From an optimization exercise on the open Yosys and OpenROAD flow, aimed at small area; shortcuts taken in it are not production practice. The RTL was checked by simulation tests, not by an equivalence proof against the original design. Power and IR drop assume default switching activity.

`design/flow/design.v`:
```
package robotSensePkg;
	typedef enum logic [2:0] {
		AXIS_PROP_LEFT,
		AXIS_PROP_RIGHT,
		AXIS_ODO_LEFT,
		AXIS_ODO_RIGHT,
		AXIS_GRIPPER,
		AXIS_RAKE_LEFT,
		AXIS_RAKE_RIGHT
	} axisIdx_t;
	typedef enum logic [3:0] {
		REG_STATUS       = 4'd0,
		REG_SPEED0       = 4'd1,
		REG_SPEED1       = 4'd2,
		REG_SPEED2       = 4'd3,
		REG_SPEED3       = 4'd4,
		REG_SPEED4       = 4'd5,
		REG_SPEED5       = 4'd6,
		REG_SPEED6       = 4'd7,
		REG_BEACON_START = 4'd8,
		REG_BEACON_END   = 4'd9,
		REG_CONFIG       = 4'd10,
		REG_WINDOW       = 4'd11
	} regAddr_t;
	typedef enum logic [1:0] {
		WAIT,
		RECEPTION,
		GLITCH
	} beaconState_t;
	typedef struct packed {
		logic phaseA;
		logic phaseB;
	} encoderPins_t;
	typedef struct packed {
		logic [16-1:0] speed;
		logic                   forward;
	} speedSample_t;
	typedef struct packed {
		logic [16-1:0] startAngle;
		logic [16-1:0] endAngle;
		logic                   turn;
	} beaconResult_t;
	typedef struct packed {
		logic left;
		logic right;
		logic gripper;
		logic rakeLeft;
		logic rakeRight;
	} limitSwitches_t;
	typedef struct packed {
		logic                   strobe;
		regAddr_t               addr;
		logic [16-1:0] data;
	} regWrite_t;
	typedef struct packed {
		logic [1:0]             intEnable;
		logic [1:0]             auxOut;
		logic [16-1:0] windowUnits;
	} robotConfig_t;
endpackage
`timescale 1ns/1ps
module encoderChannel #(
	parameter bit INVERT = 1'b0
) (
	input  logic                   CLOCK_50,
	input  logic                   reset,
	input  logic [1:0]             pins,
	input  logic                   windowEnd,
	input  logic                   countClear,
	output logic [16-1:0] speed,
	output logic                   forward
);
	logic [1:0]             sync0;
	logic [1:0]             pinsNow;
	logic [1:0]             lastPins;
	logic [1:0]             rise;
	logic [16-1:0] countA;
	logic [16-1:0] countB;
	logic [16:0]   carryA;
	logic [16:0]   carryB;
	logic [16:0]   sumCarry;
	logic [16-1:0] sumBits;
	logic [16-1:0] nextA;
	logic [16-1:0] nextB;
	assign rise = pinsNow & ~lastPins;
	assign carryA[0] = rise[1] & ~(&countA);
	assign carryB[0] = rise[0] & ~(&countB);
	for (genvar i = 0; i < 16; i++) begin : gCount
		assign carryA[i+1] = carryA[i] & countA[i];
		assign carryB[i+1] = carryB[i] & countB[i];
		if (i == 0) begin : gLow
			assign nextA[i] = countClear ? rise[1] : countA[i] ^ carryA[i];
			assign nextB[i] = countClear ? rise[0] : countB[i] ^ carryB[i];
		end else begin : gHigh
			assign nextA[i] = countA[i] ? ~(carryA[i] | countClear) : (carryA[i] & ~countClear);
			assign nextB[i] = countB[i] ? ~(carryB[i] | countClear) : (carryB[i] & ~countClear);
		end
	end
	assign sumCarry[0] = 1'b0;
	for (genvar i = 0; i < 16; i++) begin : gSum
		logic bitSum;
		assign bitSum = countA[i] ^ countB[i] ^ sumCarry[i];
		assign sumCarry[i+1] = (countA[i] & countB[i]) | (sumCarry[i] & (countA[i] ^ countB[i]));
		if (i > 0) begin : gKeep
			assign sumBits[i-1] = bitSum;
		end
	end
	assign sumBits[16-1] = sumCarry[16];
	always_ff @(posedge CLOCK_50) begin
		if (windowEnd)
			speed <= sumBits;
	end
	always_ff @(posedge CLOCK_50) begin
		lastPins <= pinsNow;
	end
	always_ff @(posedge CLOCK_50) begin
		countA <= nextA;
		countB <= nextB;
	end
	always_ff @(posedge CLOCK_50 or posedge reset) begin
		if (reset) begin
			sync0 <= '0;
			pinsNow <= '0;
			forward <= 1'b0;
		end else begin
			sync0 <= pins;
			pinsNow <= sync0;
			if (rise[1])
				forward <= pinsNow[0] ^ INVERT;
		end
	end
endmodule
`timescale 1ns/1ps
module speedMeter (
	input  logic                                  CLOCK_50,
	input  logic                                  reset,
	input  logic [2*7-1:0]               encoders,
	input  logic         [16-1:0]        windowUnits,
	input  logic                                  windowRestart,
	output logic [7*(16+1)-1:0] speeds,
	output logic                                  speedValid,
	output logic                                  started
);
	localparam logic [7-1:0] invertMask = 7'b0000110;
	logic [6:0]             unitCycle;
	logic [16-1:0] unitCount;
	logic [16-1:0] unitsEff;
	logic                   unitLast;
	logic                   windowEnd;
	assign unitsEff = {windowUnits[16-1:1], windowUnits[0] | (windowUnits == '0)};
	localparam logic [6:0] cycleLast = 7'b1001011;
	assign unitLast = (unitCycle == cycleLast);
	logic [16:0] borrow;
	assign borrow[0] = unitLast;
	for (genvar i = 0; i < 16; i++) begin : gCmp
		assign borrow[i+1] = (unitCount[i] & ~unitsEff[i]) | (borrow[i] & (unitCount[i] | ~unitsEff[i]));
	end
	assign windowEnd = borrow[16] & started;
	logic                   windowClear;
	logic                   cycleClear;
	logic [6:0]             cycleNext;
	logic [16:0]   unitCarry;
	logic [16-1:0] unitNext;
	assign windowClear = windowRestart | windowEnd | ~started;
	assign cycleClear = windowClear | unitLast;
	assign cycleNext = !started ? 7'd1 : cycleClear ? 7'd0 : {unitCycle[5:0], ~(unitCycle[6] ^ unitCycle[5])};
	assign unitCarry[0] = unitLast;
	for (genvar i = 0; i < 16; i++) begin : gUnit
		assign unitCarry[i+1] = unitCarry[i] & unitCount[i];
		if (i == 0) begin : gLow
			assign unitNext[i] = unitCount[i] ? (~unitCarry[i] | windowClear) : (unitCarry[i] | windowClear);
		end else begin : gHigh
			assign unitNext[i] = unitCount[i] ? ~(unitCarry[i] | windowClear) : (unitCarry[i] & ~windowClear);
		end
	end
	always_ff @(posedge CLOCK_50) begin
		unitCycle <= cycleNext;
		unitCount <= unitNext;
	end
	always_ff @(posedge CLOCK_50 or posedge reset) begin
		if (reset) begin
			speedValid <= 1'b0;
			started <= 1'b0;
		end else begin
			started <= 1'b1;
			if (windowEnd)
				speedValid <= 1'b1;
		end
	end
	logic windowClearCounts;
	assign windowClearCounts = windowEnd | ~started;
	for (genvar i = 0; i < 7; i++) begin : gAxis
		encoderChannel #(.INVERT(invertMask[i])) channel_i (
			.CLOCK_50  (CLOCK_50),
			.reset     (reset),
			.pins      (encoders[2*i +: 2]),
			.windowEnd (windowEnd),
			.countClear (windowClearCounts),
			.speed     (speeds[i*(16+1)+1 +: 16]),
			.forward   (speeds[i*(16+1)])
		);
	end
endmodule
`timescale 1ns/1ps
module beaconCapture (
	input  logic          CLOCK_50,
	input  logic          reset,
	input  logic          sign,
	input  logic          sync,
	input  logic          turretTick,
	input  logic          started,
	output robotSensePkg::beaconResult_t beacon,
	output logic          beaconValid
);
	localparam int holdWidth = $clog2(20);
	logic [2:0]             sync0;
	logic [2:0]             inNow;
	logic [1:0]             lastEdge;
	logic                   signNow;
	logic                   syncRise;
	logic                   tickRise;
	logic [16-1:0] angle;
	logic [16-1:0] pendStart;
	logic [16-1:0] pendEnd;
	logic [holdWidth-1:0]   holdCount;
	logic                   holdDone;
	logic                   inReception;
	logic                   inGlitch;
	assign signNow = inNow[2];
	assign syncRise = inNow[1] & ~lastEdge[1];
	assign tickRise = inNow[0] & ~lastEdge[0];
	assign holdDone = tickRise && (holdCount == holdWidth'(20 - 1));
	logic [16:0]   angleCarry;
	logic [16-1:0] angleNext;
	logic [holdWidth:0]     holdCarry;
	logic [holdWidth-1:0]   holdNext;
	logic                   angleClear;
	assign angleClear = syncRise | ~started;
	assign angleCarry[0] = tickRise;
	for (genvar i = 0; i < 16; i++) begin : gAngle
		assign angleCarry[i+1] = angleCarry[i] & angle[i];
		assign angleNext[i] = angle[i] ? ~(angleCarry[i] | angleClear) : (angleCarry[i] & ~angleClear);
	end
	assign holdCarry[0] = tickRise;
	for (genvar i = 0; i < holdWidth; i++) begin : gHold
		assign holdCarry[i+1] = holdCarry[i] & holdCount[i];
		assign holdNext[i] = holdCount[i] ? ~holdCarry[i] & inGlitch : holdCarry[i] & inGlitch;
	end
	always_ff @(posedge CLOCK_50 or posedge reset) begin
		if (reset) begin
			sync0 <= '0;
			inNow <= '0;
			inReception <= 1'b0;
			inGlitch <= 1'b0;
			beacon.turn <= 1'b0;
			beaconValid <= 1'b0;
		end else begin
			sync0 <= {sign, sync, turretTick};
			inNow <= sync0;
			inReception <= signNow;
			inGlitch <= ~signNow & (inReception | (inGlitch & ~holdDone));
			if (inGlitch && !signNow && holdDone)
				beaconValid <= 1'b1;
			if (syncRise)
				beacon.turn <= ~beacon.turn;
		end
	end
	always_ff @(posedge CLOCK_50) begin
		if (inGlitch && !signNow && holdDone) begin
			beacon.startAngle <= pendStart;
			beacon.endAngle <= pendEnd;
		end
	end
	always_ff @(posedge CLOCK_50) begin
		angle <= angleNext;
		lastEdge <= inNow[1:0];
		holdCount <= holdNext;
		if (!inReception && !inGlitch)
			pendStart <= angle;
		if (inReception)
			pendEnd <= angle;
	end
endmodule
`timescale 1ns/1ps
module sensorRegs (
	input  logic                           CLOCK_50,
	input  logic                           reset,
	input  robotSensePkg::regWrite_t                      regWrite,
	input  robotSensePkg::regAddr_t                       regReadAddr,
	input  logic [7*(16+1)-1:0]      speeds,
	input  logic                           speedValid,
	input  robotSensePkg::beaconResult_t                  beacon,
	input  logic                           beaconValid,
	input  robotSensePkg::limitSwitches_t                 limits,
	input  logic                           startCord,
	input  logic         [1:0]             keys,
	input  logic                           id,
	output logic         [16-1:0] regReadData,
	output robotSensePkg::robotConfig_t                   robotConfig,
	output logic                           windowRestart,
	output logic                           int1,
	output logic                           int2
);
	logic [8:0]             sync0;
	logic [8:0]             pinsNow;
	robotSensePkg::limitSwitches_t         limitsSync;
	logic                   startSync;
	logic                   idSync;
	logic [1:0]             keysSync;
	logic [16-1:0] statusWord;
	logic [16-1:0] readWord;
	always_ff @(posedge CLOCK_50 or posedge reset) begin
		if (reset) begin
			sync0 <= '0;
			pinsNow <= '0;
		end else begin
			sync0 <= {keys, startCord, id, limits};
			pinsNow <= sync0;
		end
	end
	assign limitsSync = robotSensePkg::limitSwitches_t'(pinsNow[4:0]);
	assign idSync = pinsNow[5];
	assign startSync = pinsNow[6];
	assign keysSync = pinsNow[8:7];
	always_ff @(posedge CLOCK_50 or posedge reset) begin
		if (reset) begin
			robotConfig.intEnable <= '0;
			robotConfig.auxOut <= '0;
			robotConfig.windowUnits <= 16'(5000);
			windowRestart <= 1'b0;
		end else begin
			windowRestart <= regWrite.strobe && regWrite.addr == robotSensePkg::REG_WINDOW;
			if (regWrite.strobe && regWrite.addr == robotSensePkg::REG_CONFIG) begin
				robotConfig.intEnable <= regWrite.data[1:0];
				robotConfig.auxOut <= regWrite.data[5:4];
			end
			if (regWrite.strobe && regWrite.addr == robotSensePkg::REG_WINDOW)
				robotConfig.windowUnits <= regWrite.data;
		end
	end
	assign int1 = robotConfig.intEnable[0] ? keysSync[0] : 1'b1;
	assign int2 = robotConfig.intEnable[1] ? keysSync[1] : 1'b1;
	assign statusWord = {
		beacon.turn, 1'b0, startSync,
		limitsSync.rakeRight, limitsSync.rakeLeft, limitsSync.gripper,
		limitsSync.right, limitsSync.left,
		speeds[int'(robotSensePkg::AXIS_ODO_RIGHT)*(16+1)], speeds[int'(robotSensePkg::AXIS_ODO_LEFT)*(16+1)],
		speeds[int'(robotSensePkg::AXIS_GRIPPER)*(16+1)],
		speeds[int'(robotSensePkg::AXIS_RAKE_RIGHT)*(16+1)], speeds[int'(robotSensePkg::AXIS_RAKE_LEFT)*(16+1)],
		speeds[int'(robotSensePkg::AXIS_PROP_RIGHT)*(16+1)], speeds[int'(robotSensePkg::AXIS_PROP_LEFT)*(16+1)],
		idSync
	};
	logic [15:0] readSel;
	logic        readHidden;
	assign readHidden = (regReadAddr >= robotSensePkg::REG_SPEED0 && regReadAddr <= robotSensePkg::REG_SPEED6 && !speedValid)
		|| ((regReadAddr == robotSensePkg::REG_BEACON_START || regReadAddr == robotSensePkg::REG_BEACON_END) && !beaconValid);
	assign readSel = readHidden ? 16'd0 : 16'(1) << regReadAddr;
	always_comb begin
		readWord = {16{readSel[robotSensePkg::REG_STATUS]}} & statusWord;
		for (int a = 0; a < 7; a++) begin
			readWord |= {16{readSel[int'(robotSensePkg::REG_SPEED0) + a]}}
				& speeds[a*(16+1)+1 +: 16];
		end
		readWord |= {16{readSel[robotSensePkg::REG_BEACON_START]}} & beacon.startAngle;
		readWord |= {16{readSel[robotSensePkg::REG_BEACON_END]}} & beacon.endAngle;
		readWord |= {16{readSel[robotSensePkg::REG_CONFIG]}}
			& {10'b0, robotConfig.auxOut, 2'b0, robotConfig.intEnable};
		readWord |= {16{readSel[robotSensePkg::REG_WINDOW]}} & robotConfig.windowUnits;
	end
	always_ff @(posedge CLOCK_50 or posedge reset) begin
		if (reset)
			regReadData <= '0;
		else
			regReadData <= readWord;
	end
endmodule
`timescale 1ns/1ps
module robotSenseTop (
	input  logic                     CLOCK_50,
	input  logic                     reset,
	input  logic [2*7-1:0] encoders,
	input  logic                     beaconSign,
	input  logic                     beaconSync,
	input  logic                     turretA,
	input  logic [4:0]               limits,
	input  logic                     startCord,
	input  logic [1:0]               keys,
	input  logic                     id,
	input  logic [20:0]              regWrite,
	input  logic [3:0]               regReadAddr,
	output logic [16-1:0]   regReadData,
	output logic                     int1,
	output logic                     int2,
	output logic [1:0]               auxOut
);
	logic [7*(16+1)-1:0]        speeds;
	robotSensePkg::beaconResult_t                  beacon;
	robotSensePkg::robotConfig_t                   robotConfig;
	logic                           windowRestart;
	logic                           speedValid;
	logic                           beaconValid;
	logic                           started;
	assign auxOut = robotConfig.auxOut;
	speedMeter speedMeter_i (
		.CLOCK_50      (CLOCK_50),
		.reset         (reset),
		.encoders      (encoders),
		.windowUnits   (robotConfig.windowUnits),
		.windowRestart (windowRestart),
		.speeds        (speeds),
		.speedValid    (speedValid),
		.started       (started)
	);
	beaconCapture beaconCapture_i (
		.CLOCK_50   (CLOCK_50),
		.reset      (reset),
		.sign       (beaconSign),
		.sync       (beaconSync),
		.turretTick (turretA),
		.started    (started),
		.beacon     (beacon),
		.beaconValid (beaconValid)
	);
	sensorRegs sensorRegs_i (
		.CLOCK_50      (CLOCK_50),
		.reset         (reset),
		.regWrite      (regWrite),
		.regReadAddr   (robotSensePkg::regAddr_t'(regReadAddr)),
		.speeds        (speeds),
		.speedValid    (speedValid),
		.beacon        (beacon),
		.beaconValid   (beaconValid),
		.limits        (limits),
		.startCord     (startCord),
		.keys          (keys),
		.id            (id),
		.regReadData   (regReadData),
		.robotConfig   (robotConfig),
		.windowRestart (windowRestart),
		.int1          (int1),
		.int2          (int2)
	);
endmodule
```
`design/flow/flow/run.sh`:
```
#!/bin/bash
# Standard ORFS layout with three changes: an area-oriented ABC mapping script,
# a clock tree without dummy loads and with larger sink clusters, and the
# smallest buffer on each port.
set -euo pipefail
W=$(pwd)
rm -rf "$W/scripts_own"
cp -r "$FLOW_HOME/scripts" "$W/scripts_own"
cp "$W/flow/abc_area.script" "$W/scripts_own/abc_speed.script"
bash "$W/standard.sh" \
	SCRIPTS_DIR="$W/scripts_own" \
	"CTS_ARGS=-sink_clustering_enable -repair_clock_nets -dont_use_dummy_load -sink_clustering_size 28 -sink_clustering_max_diameter 60 -buf_list {sky130_fd_sc_hd__clkbuf_8 sky130_fd_sc_hd__clkbuf_16} -root_buf sky130_fd_sc_hd__clkbuf_8 -sink_clustering_buffer sky130_fd_sc_hd__clkbuf_16" \
	"BUFFER_PORTS_ARGS=-buffer_cell sky130_fd_sc_hd__buf_1" \
	finish > "$W/standard.log" 2>&1
```
`design/flow/constraint.sdc`:
```
create_clock -name core_clock -period 20.0 [get_ports {CLOCK_50}]
set_input_delay 4.0000 -clock core_clock [delete_from_list [all_inputs] [get_ports {CLOCK_50}]]
set_output_delay 4.0000 -clock core_clock [all_outputs]
set_load 0.01 [all_outputs]
```
`design/flow/config.mk`:
```
export PLATFORM = sky130hd
export DESIGN_NAME = robotSenseTop
export DESIGN_NICKNAME = robotSenseTop
export VERILOG_FILES = /design/flow/design.v
export SDC_FILE = /design/flow/constraint.sdc
export NUM_CORES = 4
export LEC_CHECK = 0
export CAP_MARGIN = 20
export CORE_MARGIN = 2
export CORE_UTILIZATION = 40
export SLEW_MARGIN = 20
export SYNTH_HIERARCHICAL = 1
```
`design/flow/standard.sh`:
```
#!/bin/bash
# synth_recipe.tcl (not shown) runs the flow's synth.tcl, then flattens the netlist and writes it again
# the make line also repeats each setting of config.mk as NAME=value (left out here)
make -C /OpenROAD-flow-scripts/flow DESIGN_CONFIG=/design/flow/config.mk WORK_HOME=/design/flow/orfs CLKGATE_MAP_FILE= SYNTH_SCRIPT=/design/flow/synth_recipe.tcl "${@:-finish}"
```
`design/flow/flow/abc_area.script`:
```
strash
dc2
dch
amap
```
==> results of run 1 <==
-- metal layers --
layer / wire length [µm] / global-route usage [%]
met5: 0 / 0
met4: 1110 / 4.66
met3: 2760 / 2.94
met2: 23600 / 29.2
met1: 23500 / 25.4
-- worst max path at each step --
stage / startpoint / to / slack, ns / cells after the start
finish: speedMeter_i.gAxis[2].channel_i.countA[0]$_DFF_P_ / speedMeter_i.gAxis[2].channel_i.speed[14]$_DFFE_PP_ / 12.59 / 20
detailed placement: speedMeter_i.gAxis[2].channel_i.countA[0]$_DFF_P_ / speedMeter_i.gAxis[2].channel_i.speed[14]$_DFFE_PP_ / 12.55 / 20
global route: speedMeter_i.gAxis[2].channel_i.countA[0]$_DFF_P_ / speedMeter_i.gAxis[2].channel_i.speed[14]$_DFFE_PP_ / 12.29 / 20
CTS: speedMeter_i.gAxis[2].channel_i.countA[0]$_DFF_P_ / speedMeter_i.gAxis[2].channel_i.speed[14]$_DFFE_PP_ / 12.54 / 20
floorplan: speedMeter_i.unitCycle[0]$_SDFF_PN1_ / speedMeter_i.gAxis[0].channel_i.speed[0]$_DFFE_PP_ / 11.72 / 22
global placement: speedMeter_i.gAxis[2].channel_i.countA[0]$_DFF_P_ / speedMeter_i.gAxis[2].channel_i.speed[14]$_DFFE_PP_ / 12.64 / 20
-- metrics by stage --
| stage | util [%] | worst slack (ns) | cell area (µm²) |
|---|---|---|---|
| final | 44.3 | 12.59 | 24300 |
| after global routing | 44.3 | 12.29 | 24300 |
| after CTS | 44.3 | 12.54 | 24300 |
| after detailed placement | 42.7 | 12.55 | 23400 |
| after global placement | 42.7 | 12.64 | 23400 |
| after floorplan | - | 11.72 | 22100 |
-- cells in the mapped netlist, types with 2 or more instances --
library cell  count
a21oi_1          63
nor3b_1          11
a222oi_1         40
nand3_1          10
o21ai_0          48
o221ai_1          2
and3_1           36
dfxtp_1         284
nor3_1          145
nor2b_1          21
clkinv_1        215
fa_1            105
a22oi_1          20
edfxtp_1        176
dfrtp_1          97
a211oi_1         71
ha_1             18
a41oi_1           5
dfstp_2           5
a221oi_1         21
o22a_1           16
nand2b_1          3
nor4_1           13
and2_0           26
o211a_1           5
a22o_1            2
nor2_1          242
a31oi_1           2
o22ai_1           2
or3_1             2
or2_0             8
o2111ai_1         2
nand4_1          60
o31ai_1           6
nand2_1          99
-- modules after synthesis, one instance, submodules excluded, a selection --
module,flip-flops and latches,cells inside,cell area [µm²],times used
sensorRegs,55,204,2470,1
speedMeter,25,140,1070,1
beaconCapture,97,168,3030,1
-- layout make-up --
type	count	area, µm²	area share, %
flip-flops and latches	562	13500	55.6
multi-input cells	1111	7800	32.1
clock buffers	38	895	3.68
well taps	704	881	3.62
inverters	215	807	3.32
repair buffers	90	405	1.67
diodes	1	2.50	0.0103
-- cells in the final DEF (no fill, tap or decap), drive strengths merged, types with 13 or more instances in the layout --
cell type / instances
a21oi: 63
and3: 36
buf: 90
nor3: 145
nor2b: 21
dfrtp: 97
a22oi: 20
a211oi: 71
a222oi: 40
nand4: 60
nor4: 13
a221oi: 21
and2: 26
ha: 18
o21ai: 48
edfxtp: 176
dfxtp: 284
nand2: 99
o22a: 16
clkinv: 214
fa: 105
nor2: 242
clkbuf: 38
-- critical path, stage by stage (launching register included) --
cell and delay (ns):
dfxtp_1 0.32, nor2b_1 0.15, fa_1 0.44, fa_1 0.46, fa_1 0.47, fa_1 0.47
fa_1 0.47, fa_1 0.47, fa_1 0.49, fa_1 0.48, fa_1 0.46, fa_1 0.46
fa_1 0.46, fa_1 0.43, clkinv_1 0.07, fa_1 0.17, clkinv_1 0.08, fa_1 0.42
clkinv_1 0.07, fa_1 0.38, clkinv_1 0.06
-- power groups by stage --
stage | clock (mW) | combinational (mW) | sequential [mW]
3_3_place_gp | 0 | 0.0911 | 1.27
4_1_cts | 0.690 | 0.0937 | 1.25
3_5_place_dp | 0 | 0.0931 | 1.27
6_report | 0.669 | 0.0930 | 1.25
5_1_grt | 0.730 | 0.104 | 1.25
2_1_floorplan | 0 | 0.0537 | 1.26
-- flip-flops by register name, indices dropped and copies added (netlist names), 3 cells and up --
register,cells
beaconCapture_i.angle,16
beaconCapture_i.beacon,33
beaconCapture_i.holdCount,5
beaconCapture_i.inNow,3
beaconCapture_i.pendEnd,16
beaconCapture_i.pendStart,16
beaconCapture_i.sync0,3
sensorRegs_i.pinsNow,9
sensorRegs_i.regReadData,16
sensorRegs_i.robotConfig,20
sensorRegs_i.sync0,9
speedMeter_i.gAxis.channel_i.countA,112
speedMeter_i.gAxis.channel_i.countB,112
speedMeter_i.gAxis.channel_i.forward,7
speedMeter_i.gAxis.channel_i.lastPins,14
speedMeter_i.gAxis.channel_i.pinsNow,14
speedMeter_i.gAxis.channel_i.speed,112
speedMeter_i.gAxis.channel_i.sync0,14
speedMeter_i.unitCount,16
speedMeter_i.unitCycle,7
-- kinds of logic (layout without fill, tap and decap cells) --
kind of cell	after synthesis	in the layout	synth area share, %
buffers and inverters	215	343	3.65
AO/OA/AOI/OAI	309	309	10.0
AND/OR/NAND/NOR	678	678	14.5
adder cells (fa/ha/maj)	123	123	10.5
flip-flops	562	562	61.2
other	1	2	0.0170
==> results.sh, run 1 <==
export IMPL_status="timing/DRC/antenna clean"
export IMPL_dp_hpwl_um=37500
export IMPL_switching_share_pct=22.5
export IMPL_yosysSeqAreaShare_pct=61.2
export IMPL_final_cells=2721
export IMPL_hp_start="speedMeter_i.gAxis[1].channel_i.sync0[1]$_DFF_PP0_"
export IMPL_syn_inst=1888
export IMPL_reg2reg_to="speedMeter_i.gAxis[2].channel_i.speed[14]$_DFFE_PP_"
export IMPL_place_inst=2682
export IMPL_worstPathRequired_ns=20.48
export IMPL_rrSetupSlack_ns=12.59
export IMPL_power_density_nw_per_um2=82.5
export IMPL_htree_levels=2
export IMPL_final_nets=2194
export IMPL_drive_above_1_share_pct=3.57
export IMPL_peakVddDrop_mv=0.0481
export IMPL_grt_antenna_before_repair=1
export IMPL_rows=86
export IMPL_dr_pass1_iters=6
export IMPL_clock_sinks=562
export IMPL_ctsResizeCount=0
export IMPL_synth_seq_cells=562
export IMPL_finClkSkew_ns=0.0952
export IMPL_hold_path_class="register to register"
export IMPL_worst_setup_hold_path_clk_slew_ns=0.08
export IMPL_leakage_nw=8.51
export IMPL_cts_root_buf="clkbuf_8"
export IMPL_slew_viol_final=0
export IMPL_num_io_pins=73
export IMPL_r2r_start="speedMeter_i.gAxis[2].channel_i.countA[0]$_DFF_P_"
export IMPL_worst_setup_path_type="register to register"
export IMPL_rr_worst_depth=20
export IMPL_yosysTopAreaCell="dfxtp_1"
export IMPL_die_width_um=239
export IMPL_ant_nets=0
export IMPL_switchingPower_mw=0.451
export IMPL_max_freq_ghz=0.135
export IMPL_synthDistinctLibCells=42
export IMPL_wl_um=51000
export IMPL_slew_headroom_pct=28.4
export IMPL_clkPwrFrac_pct=33.3
export IMPL_cts_hold_buf=0
export IMPL_hold_path_endpoint="speedMeter_i.gAxis[1].channel_i.pinsNow[1]$_DFF_PP0_"
export IMPL_grtUsageTotal_pct=18.1
export IMPL_synth_fp_nets=2064
export IMPL_yosys_warnings=11
export IMPL_cts_setup_buffers=0
export IMPL_synth_ff_type="dfxtp_1"
export IMPL_die_y_um=239
export IMPL_port_buffers=72
export IMPL_cts_buffer_depth=3
export IMPL_seqPwrFrac_pct=62.0
export IMPL_synth_edf_count=176
export IMPL_rsz0062_at_grt="false"
export IMPL_async_reset_ff_share_pct=18.1
export IMPL_coreArea_um2=54900
export IMPL_timing_final_crit_period_ns=7.41
export IMPL_syn_area_um2=22100
export IMPL_hold_viol=0
export IMPL_power_mw=2.01
export IMPL_power_frac_comb_pct=4.6
export IMPL_finalCritPeriodShare_pct=37.0
export IMPL_setup_viol=0
export IMPL_avgSynthCellArea_um2=11.7
export IMPL_cap_viol_max_count=0
export IMPL_drc=0
export IMPL_gp_congestion=0.854
export IMPL_cts_tree="done"
export IMPL_tightest_slew_ns=1.07
export IMPL_grt_overflow_total=0
export IMPL_worstSetupEndpointType="register"
export IMPL_vias=14578
export IMPL_synth_area_leaders="dfxtp_1 26%, edfxtp_1 24%, dfrtp_1 11%"
export IMPL_dieArea_um2=57100
export IMPL_p_int_mw=1.56
export IMPL_arrival_ns=7.89
export IMPL_grt_pass1_wl_um=79600
export IMPL_wl_per_cell_um=18.7
export IMPL_grt_pass1_vias=14003
export IMPL_yosys_area_top_type_share_pct=25.7
export IMPL_initial_core_util_pct=40.3
export IMPL_grt_max_degree=97
export IMPL_hold_ws_ns=0.270
export IMPL_cts_made_buffers=38
export IMPL_path_max_fanout=3
export IMPL_clock_latency_ns=0.69
export IMPL_whs_path_depth=0
export IMPL_fin_tns_setup_ns=0
export IMPL_fill_cells=5022
export IMPL_area_growth_pct=10.1
export IMPL_start_kind="register"
export IMPL_drt_initial_drc_count=1316
export IMPL_vias_per_cell=5.36
==> inputs of run 2 (changes only) <==
==> design/flow/flow/run.sh (replaced) <==
#!/bin/bash
# Standard ORFS layout with three changes: an area-oriented ABC mapping script,
# a clock tree without dummy loads and with larger sink clusters, and the
# smallest buffer on each port.
set -euo pipefail
W=$(pwd)
rm -rf "$W/scripts_own"
cp -r "$FLOW_HOME/scripts" "$W/scripts_own"
cp "$W/flow/abc_area.script" "$W/scripts_own/abc_speed.script"
bash "$W/standard.sh" \
	SCRIPTS_DIR="$W/scripts_own" \
	"CTS_ARGS=-sink_clustering_enable -repair_clock_nets -dont_use_dummy_load -sink_clustering_size 16 -sink_clustering_max_diameter 80 -buf_list {sky130_fd_sc_hd__clkbuf_8 sky130_fd_sc_hd__clkbuf_16} -sink_clustering_buffer sky130_fd_sc_hd__clkbuf_8" \
	"BUFFER_PORTS_ARGS=-buffer_cell sky130_fd_sc_hd__buf_1" \
	finish > "$W/standard.log" 2>&1
==> run 2 against run 1 <==
Sequential share of layout area increased by 0.61 points. Core utilization is 0.48 points lower. Register-to-register slack hardly changed. Still clean on timing, DRC and antenna. Via count barely moved. Final cell count rose by 0.11%. Sequential power hardly changed. Critical path depth unchanged. Area after synthesis unchanged. Final area shrank 1.1%. First-iteration DRC count is 1.8% lower.
==> results.sh, run 2 <==
export IMPL_grt_overflow_total=0
export IMPL_drt_initial_drc_count=1292
export IMPL_yosys_warnings=11
export IMPL_worstSetupEndpointType="register"
export IMPL_area_growth_pct=8.91
export IMPL_critPathLaunch="speedMeter_i.gAxis[2].channel_i.countA[0]$_DFF_P_"
export IMPL_worst_setup_path_type="register to register"
export IMPL_clock_latency_ns=0.56
export IMPL_dp_slack_ns=12.55
export IMPL_hold_path_class="register to register"
export IMPL_leakage_nw=8.39
export IMPL_port_buffers=72
export IMPL_initial_core_util_pct=40.3
export IMPL_arrival_ns=7.82
export IMPL_synth_top_cells_by_count="284 x dfxtp_1, 242 x nor2_1, 215 x clkinv_1"
export IMPL_power_density_nw_per_um2=78.8
export IMPL_drive_above_1_share_pct=3.76
export IMPL_grtUsageTotal_pct=18.2
export IMPL_antenna_cells=0
export IMPL_final_nets=2198
export IMPL_rrSetupSlack_ns=12.59
export IMPL_die_width_um=239
export IMPL_wl_per_cell_um=18.7
export IMPL_vias=14570
export IMPL_path_max_fanout=3
export IMPL_synth_xor_area_share_pct=0
export IMPL_rr_worst_depth=20
export IMPL_grt_pass1_wl_um=80000
export IMPL_worst_setup_hold_path_clk_slew_ns=0.10
export IMPL_yosys_area_top_type_share_pct=25.7
export IMPL_num_io_pins=73
export IMPL_worst_slack_ns=12.59
export IMPL_synth_seq_cells=562
export IMPL_hold_viol=0
export IMPL_fill_cells=5051
export IMPL_crit_path_end="speedMeter_i.gAxis[2].channel_i.speed[14]$_DFFE_PP_"
export IMPL_gp_congestion=0.854
export IMPL_wl_um=50900
export IMPL_syn_inst=1888
export IMPL_synth_fa_ha_area_share_pct=10.5
export IMPL_tightest_slew_ns=1.05
export IMPL_syn_area_um2=22100
export IMPL_grt_antenna_before_repair=0
export IMPL_reg2reg_to="speedMeter_i.gAxis[2].channel_i.speed[14]$_DFFE_PP_"
export IMPL_rsz0062_at_grt="false"
export IMPL_vias_per_cell=5.35
export IMPL_peakVddDrop_mv=0.0434
export IMPL_synth_fp_nets=2064
export IMPL_synthDistinctLibCells=42
export IMPL_cts_made_buffers=42
export IMPL_async_reset_ff_share_pct=18.1
export IMPL_wl_met2_um=23600
export IMPL_cts_hold_buf=0
export IMPL_ant_nets=0
export IMPL_worstPathRequired_ns=20.41
export IMPL_drt_met1_wl_um=23200
export IMPL_hold_ws_ns=0.320
export IMPL_synthMuxAreaShare_pct=0
export IMPL_slew_viol_final=0
export IMPL_die_y_um=239
export IMPL_synth_area_leaders="dfxtp_1 26%, edfxtp_1 24%, dfrtp_1 11%"
export IMPL_cts_buffer_depth=3
export IMPL_cap_viol_max_count=0
export IMPL_rows=86
export IMPL_final_common_cell="dfxtp_1"
export IMPL_grt_pass1_vias=14038
export IMPL_dieArea_um2=57100
export IMPL_max_freq_ghz=0.135
export IMPL_r2r_start="speedMeter_i.gAxis[2].channel_i.countA[0]$_DFF_P_"
export IMPL_place_inst=2682
export IMPL_status="timing/DRC/antenna clean"
export IMPL_drc=0
export IMPL_timing_final_crit_period_ns=7.41
export IMPL_start_kind="register"
export IMPL_clock_sinks=562
export IMPL_layout_common_cells="284 x dfxtp_1, 239 x nor2_1, 214 x clkinv_1, 176 x edfxtp_1, 140 x nor3_1"
export IMPL_yosysSeqAreaShare_pct=61.2
export IMPL_finalCritPeriodShare_pct=37.1
export IMPL_dr_pass1_iters=8
export IMPL_avgSynthCellArea_um2=11.7
export IMPL_slew_headroom_pct=29.7
export IMPL_cts_setup_buffers=0
export IMPL_fin_tns_setup_ns=0
export IMPL_synth_compound_area_share_pct=10.0
export IMPL_grt_max_degree=97
export IMPL_synth_ff_type="dfxtp_1"
export IMPL_finClkSkew_ns=0.0860
export IMPL_synth_simple_gate_area_share_pct=14.5
export IMPL_yosysMostFrequentCell="dfxtp_1"
export IMPL_dr_max_layer_used="met4"
export IMPL_synth_top_family_by_area="simple AND/OR/NAND/NOR gates"
export IMPL_ctsResizeCount=0
export IMPL_setup_viol=0
export IMPL_yosysTopAreaCell="dfxtp_1"
export IMPL_cts_tree="done"
export IMPL_htree_levels=2
export IMPL_reg_top3="speedMeter_i.gAxis.channel_i.countA: 112 flops, speedMeter_i.gAxis.channel_i.countB: 112 flops, speedMeter_i.gAxis.channel_i.speed: 112 flops"
export IMPL_final_cells=2724
export IMPL_dp_hpwl_um=37500
export IMPL_coreArea_um2=54900
export IMPL_cts_root_buf="clkbuf_16"
export IMPL_wl_met3_um=2920
export IMPL_synth_edf_count=176
## run 2: changes by cell type in the layout (fill, tap and decap cells not counted), sizes merged
cell	before	now
diode	1	0
clkbuf	38	42
## run 2: worst min path at each step
stage,start,to,cells after the start
final,beaconCapture_i.sync0[0]$_DFF_PP0_,beaconCapture_i.inNow[0]$_DFF_PP0_,0
after global routing,beaconCapture_i.sync0[0]$_DFF_PP0_,beaconCapture_i.inNow[0]$_DFF_PP0_,0
after CTS,beaconCapture_i.sync0[0]$_DFF_PP0_,beaconCapture_i.inNow[0]$_DFF_PP0_,0
after detailed placement,beaconCapture_i.sync0[0]$_DFF_PP0_,beaconCapture_i.inNow[0]$_DFF_PP0_,0
after global placement,speedMeter_i.gAxis[2].channel_i.sync0[1]$_DFF_PP0_,speedMeter_i.gAxis[2].channel_i.pinsNow[1]$_DFF_PP0_,0
after floorplan,beaconCapture_i.sync0[0]$_DFF_PP0_,beaconCapture_i.inNow[0]$_DFF_PP0_,0
## run 2: through the flow
stage               power [mW]  area [µm²]  util, %
floorplan                 1.31       22100        -
global placement          1.36       23400     42.7
detailed placement        1.36       23400     42.7
CTS                       1.92       24100     43.8
global route              1.98       24100     43.8
finish                    1.90       24100     43.8
## run 2: where the power goes
part,switching (mW),internal (mW)
Sequential,0.0355,1.21
Clock,0.345,0.213
Combinational,0.0578,0.0347
## run 2: final cells by class
class	count	area, µm²	share of cell area, %
Tap cell	704	881	3.66
Inverter	215	807	3.35
Multi-Input combinational cell	1111	7800	32.4
Timing Repair Buffer	90	405	1.68
Clock buffer	42	634	2.64
Sequential cell	562	13500	56.2
## run 2: worst max-delay path: stages (launching register included)
cell      delay [ns]
dfxtp_1         0.33
nor2b_1         0.15
fa_1            0.44
fa_1            0.46
fa_1            0.47
fa_1            0.47
fa_1            0.47
fa_1            0.47
fa_1            0.49
fa_1            0.48
fa_1            0.46
fa_1            0.46
fa_1            0.46
fa_1            0.43
clkinv_1        0.07
fa_1            0.17
clkinv_1        0.08
fa_1            0.42
clkinv_1        0.07
fa_1            0.39
clkinv_1        0.06
## run 2: metal layers
metal	global-route usage, %	up-vias
met2	29.1	382
met4	4.85	0
met3	2.96	63
met1	25.6	7152
met5	0	-
li1	-	6973
## run 2: per-module statistics from Yosys, one instance, submodules excluded, excerpt
| module | flip-flops and latches | area (µm²) | cells | times used |
|---|---|---|---|---|
| beaconCapture | 97 | 3030 | 168 | 1 |
| speedMeter | 25 | 1070 | 140 | 1 |
| sensorRegs | 55 | 2470 | 204 | 1 |
## run 2: logic make-up after synthesis
group / count (synthesis)
simple gates: 678
flops: 562
compound gates: 309
buf+inv: 215
fa+ha+maj: 123
other cells: 1
==> inputs of run 3 (changes only) <==
==> design/flow/flow/run.sh (replaced) <==
#!/bin/bash
# Standard ORFS layout with three changes: an area-oriented ABC mapping script,
# a clock tree without dummy loads and with larger sink clusters, and the
# smallest buffer on each port.
set -euo pipefail
W=$(pwd)
rm -rf "$W/scripts_own"
cp -r "$FLOW_HOME/scripts" "$W/scripts_own"
cp "$W/flow/abc_area.script" "$W/scripts_own/abc_speed.script"
bash "$W/standard.sh" \
	SCRIPTS_DIR="$W/scripts_own" \
	"CTS_ARGS=-sink_clustering_enable -repair_clock_nets -dont_use_dummy_load -sink_clustering_size 16 -sink_clustering_max_diameter 80 -buf_list {sky130_fd_sc_hd__clkbuf_8} -root_buf sky130_fd_sc_hd__clkbuf_8 -sink_clustering_buffer sky130_fd_sc_hd__clkbuf_8" \
	"BUFFER_PORTS_ARGS=-buffer_cell sky130_fd_sc_hd__buf_1" \
	finish > "$W/standard.log" 2>&1
==> run 3 against run 2 <==
Still clean on timing, DRC and antenna. Sequential power about the same. Clock skew up 0.0070 ns. Sequential share of layout area up 0.13 points. Sequential cell count stayed put. Final area decreased by 0.22%. Non-clock buffer count unchanged. Power decreased by 1.3%. Maximum frequency barely moved. Register-to-register slack hardly changed. Setup slack hardly changed. Core utilization is 0.098 points lower. Critical path type unchanged.
==> results.sh, run 3 <==
export IMPL_rows=86
export IMPL_worstPathRequired_ns=20.48
export IMPL_final_nets=2198
export IMPL_wl_per_cell_um=18.7
export IMPL_yosys_warnings=11
export IMPL_met1_usage_pct=25.6
export IMPL_layout_common_cells="284 x dfxtp_1, 239 x nor2_1, 214 x clkinv_1, 176 x edfxtp_1, 140 x nor3_1"
export IMPL_gp_congestion=0.854
export IMPL_power_density_nw_per_um2=77.9
export IMPL_rsz0062_at_grt="false"
export IMPL_timing_final_crit_period_ns=7.41
export IMPL_finalCritPeriodShare_pct=37.1
export IMPL_grt_use_met3_pct=2.41
export IMPL_grt_pass1_wl_um=79900
export IMPL_clock_latency_ns=0.63
export IMPL_cpPeakStageDelay_ns=0.48
export IMPL_initial_core_util_pct=40.3
export IMPL_leakage_nw=8.37
export IMPL_grt_pass1_vias=14020
export IMPL_dieArea_um2=57100
export IMPL_cts_tree="done"
export IMPL_critPathLaunch="speedMeter_i.gAxis[2].channel_i.countA[0]$_DFF_P_"
export IMPL_ant_nets=0
export IMPL_fill_cells=5059
export IMPL_yosysSeqAreaShare_pct=61.2
export IMPL_finClkSkew_ns=0.0930
export IMPL_async_reset_ff_share_pct=18.1
export IMPL_port_buffers=72
export IMPL_worst_setup_path_type="register to register"
export IMPL_cts_buffer_depth=3
export IMPL_dr_pass1_iters=9
export IMPL_grt_antenna_before_repair=1
export IMPL_yosysTopAreaCell="dfxtp_1"
export IMPL_drt_initial_drc_count=1196
export IMPL_reg_top3="speedMeter_i.gAxis.channel_i.countA: 112 flops, speedMeter_i.gAxis.channel_i.countB: 112 flops, speedMeter_i.gAxis.channel_i.speed: 112 flops"
export IMPL_path_max_fanout=3
export IMPL_vias=14506
export IMPL_reg2reg_to="speedMeter_i.gAxis[2].channel_i.speed[14]$_DFFE_PP_"
export IMPL_synth_top_cells_by_count="284 x dfxtp_1, 242 x nor2_1, 215 x clkinv_1"
export IMPL_hold_path_class="register to register"
export IMPL_yosys_area_top_type_share_pct=25.7
export IMPL_setup_viol=0
export IMPL_htree_levels=2
export IMPL_rr_worst_depth=20
export IMPL_globalRouteMet2Util_pct=29.1
export IMPL_syn_area_um2=22100
export IMPL_area_growth_pct=8.66
export IMPL_synthDistinctLibCells=42
export IMPL_hold_viol=0
export IMPL_slew_headroom_pct=28.9
export IMPL_cts_made_buffers=42
export IMPL_cap_viol_max_count=0
export IMPL_syn_inst=1888
export IMPL_power_mw=1.87
export IMPL_dp_slack_ns=12.55
export IMPL_ctsResizeCount=0
export IMPL_worstSetupEndpointType="register"
export IMPL_synth_seq_cells=562
export IMPL_arrival_ns=7.89
export IMPL_dp_hpwl_um=37500
export IMPL_peakVddDrop_mv=0.0401
export IMPL_grt_overflow_total=0
export IMPL_start_kind="register"
export IMPL_cts_hold_buf=0
export IMPL_final_cells=2725
export IMPL_tightest_slew_ns=1.07
export IMPL_grt_busiest_layer="met2"
export IMPL_avgSynthCellArea_um2=11.7
export IMPL_max_freq_ghz=0.135
export IMPL_num_io_pins=73
export IMPL_yosysMostFrequentCell="dfxtp_1"
export IMPL_synth_area_leaders="dfxtp_1 26%, edfxtp_1 24%, dfrtp_1 11%"
export IMPL_synth_edf_count=176
export IMPL_synth_fp_nets=2064
export IMPL_r2r_start="speedMeter_i.gAxis[2].channel_i.countA[0]$_DFF_P_"
export IMPL_fin_tns_setup_ns=0
export IMPL_cts_root_buf="clkbuf_8"
export IMPL_slew_viol_final=0
export IMPL_vias_per_cell=5.32
export IMPL_worst_setup_hold_path_clk_slew_ns=0.10
export IMPL_rrSetupSlack_ns=12.59
export IMPL_die_y_um=239
export IMPL_wl_um=50900
export IMPL_drive_above_1_share_pct=3.76
export IMPL_grtUsageTotal_pct=18.1
export IMPL_synth_ff_type="dfxtp_1"
export IMPL_cts_setup_buffers=0
export IMPL_post_route_util_pct=43.7
export IMPL_crit_top_cell="fa_1"
export IMPL_clock_sinks=562
export IMPL_slowest_stage="fa_1"
export IMPL_status="timing/DRC/antenna clean"
export IMPL_place_inst=2682
export IMPL_grt_max_degree=97
export IMPL_final_common_cell="dfxtp_1"
export IMPL_die_width_um=239
export IMPL_crit_path_end="speedMeter_i.gAxis[2].channel_i.speed[14]$_DFFE_PP_"
export IMPL_drc=0
export IMPL_coreArea_um2=54900
export IMPL_cp_cell_sequence="nor2b_1 > fa_1 > fa_1 > fa_1 > fa_1 > fa_1 > fa_1 > fa_1 > fa_1 > fa_1 > fa_1 > fa_1 > fa_1 > clkinv_1 > fa_1 > clkinv_1 > fa_1 > clkinv_1 > fa_1 > clkinv_1"
export IMPL_worst_slack_ns=12.59
[run 3: logic make-up after synthesis]
family | count (synthesis) | share of synthesized area, %
buf+inv | 215 | 3.65
fa+ha+maj | 123 | 10.5
compound gates | 309 | 10.0
simple gates | 678 | 14.5
flops | 562 | 61.2
other cells | 1 | 0.0170
[run 3: critical path: cells and delay by family, from the launching register on]
kind | cells | cell delay [ns]
adder cells (fa/ha/maj) | 15 | 6.53
buffers and inverters | 4 | 0.28
flip-flops | 1 | 0.33
AND/OR/NAND/NOR | 1 | 0.15
[run 3: report_power, final]
part           internal, mW  leakage, nW  switching, mW
Sequential             1.21         5.12         0.0355
Combinational        0.0348         2.95         0.0580
Clock                 0.189        0.302          0.344
Total                  1.43         8.37          0.437
[run 3: modules after synthesis (local to each module, per instance), a selection]
module	flops+latches	cell area (µm²)
speedMeter	25	1070
sensorRegs	55	2470
beaconCapture	97	3030
[run 3: worst min-delay path by stage]
stage	to	startpoint	slack (ns)	depth (start not counted)
6_report	beaconCapture_i.inNow[0]$_DFF_PP0_	beaconCapture_i.sync0[0]$_DFF_PP0_	0.32	0
5_1_grt	beaconCapture_i.inNow[0]$_DFF_PP0_	beaconCapture_i.sync0[0]$_DFF_PP0_	0.32	0
4_1_cts	beaconCapture_i.inNow[0]$_DFF_PP0_	beaconCapture_i.sync0[0]$_DFF_PP0_	0.32	0
3_5_place_dp	beaconCapture_i.inNow[0]$_DFF_PP0_	beaconCapture_i.sync0[0]$_DFF_PP0_	0.33	0
3_3_place_gp	speedMeter_i.gAxis[2].channel_i.pinsNow[1]$_DFF_PP0_	speedMeter_i.gAxis[2].channel_i.sync0[1]$_DFF_PP0_	0.33	0
2_1_floorplan	beaconCapture_i.inNow[0]$_DFF_PP0_	beaconCapture_i.sync0[0]$_DFF_PP0_	0.33	0
[run 3: area by class of cell]
cell class	instances	area [µm²]	share of cell area, %
diodes	1	2.50	0.0104
clock buffers	42	578	2.41
inverters	215	807	3.36
multi-input cells	1111	7800	32.5
flip-flops and latches	562	13500	56.4
well taps	704	881	3.67
repair buffers	90	405	1.69
[run 3: metrics by stage]
stage,cell area (µm²),hold slack [ns]
3_5_place_dp,23400,0.335
2_1_floorplan,22100,0.331
6_report,24000,0.321
5_1_grt,24000,0.320
3_3_place_gp,23400,0.331
4_1_cts,24000,0.321
[run 3: metal layers]
layer	vias up	wire length (µm)	part of all wire, %
met3	73	2770	5.4
met4	0	1300	2.5
met5	-	0	0
met1	7090	23200	46
li1	6975	-	-
met2	368	23500	46

-- separate check: timing with driven ports --
In the flow no input, the clock included, has a driving cell. The finished layouts below were timed again as built, in two steps.
Step 1 (the two cells are an assumption about what drives the block):
set clk [get_ports {CLOCK_50}]
set_driving_cell -lib_cell sky130_fd_sc_hd__clkbuf_16 $clk
set_driving_cell -lib_cell sky130_fd_sc_hd__buf_2 [delete_from_list [all_inputs] $clk]
Step 2 moves the port delays by t, midway between the first and last clock arrival at a register: inputs arrive t later, outputs are due t later. That takes back most of the time a late clock gives input paths.
Slacks: ideal ports / drivers / drivers and shift; pairs: ideal ports / drivers.
run | t, ns | setup WS [ns] | clock arrival spread, ns | worst register clock-pin slew, ns
run 1 | 0.686 | 12.595 / 12.595 / 12.595 | 0.118 / 0.118 | 0.10 / 0.10
run 2 | 0.572 | 12.587 / 12.587 / 12.587 | 0.086 / 0.086 | 0.10 / 0.10
run 3 | 0.641 | 12.587 / 12.587 / 12.587 | 0.093 / 0.093 | 0.11 / 0.11
After both steps every run listed still meets setup and hold.
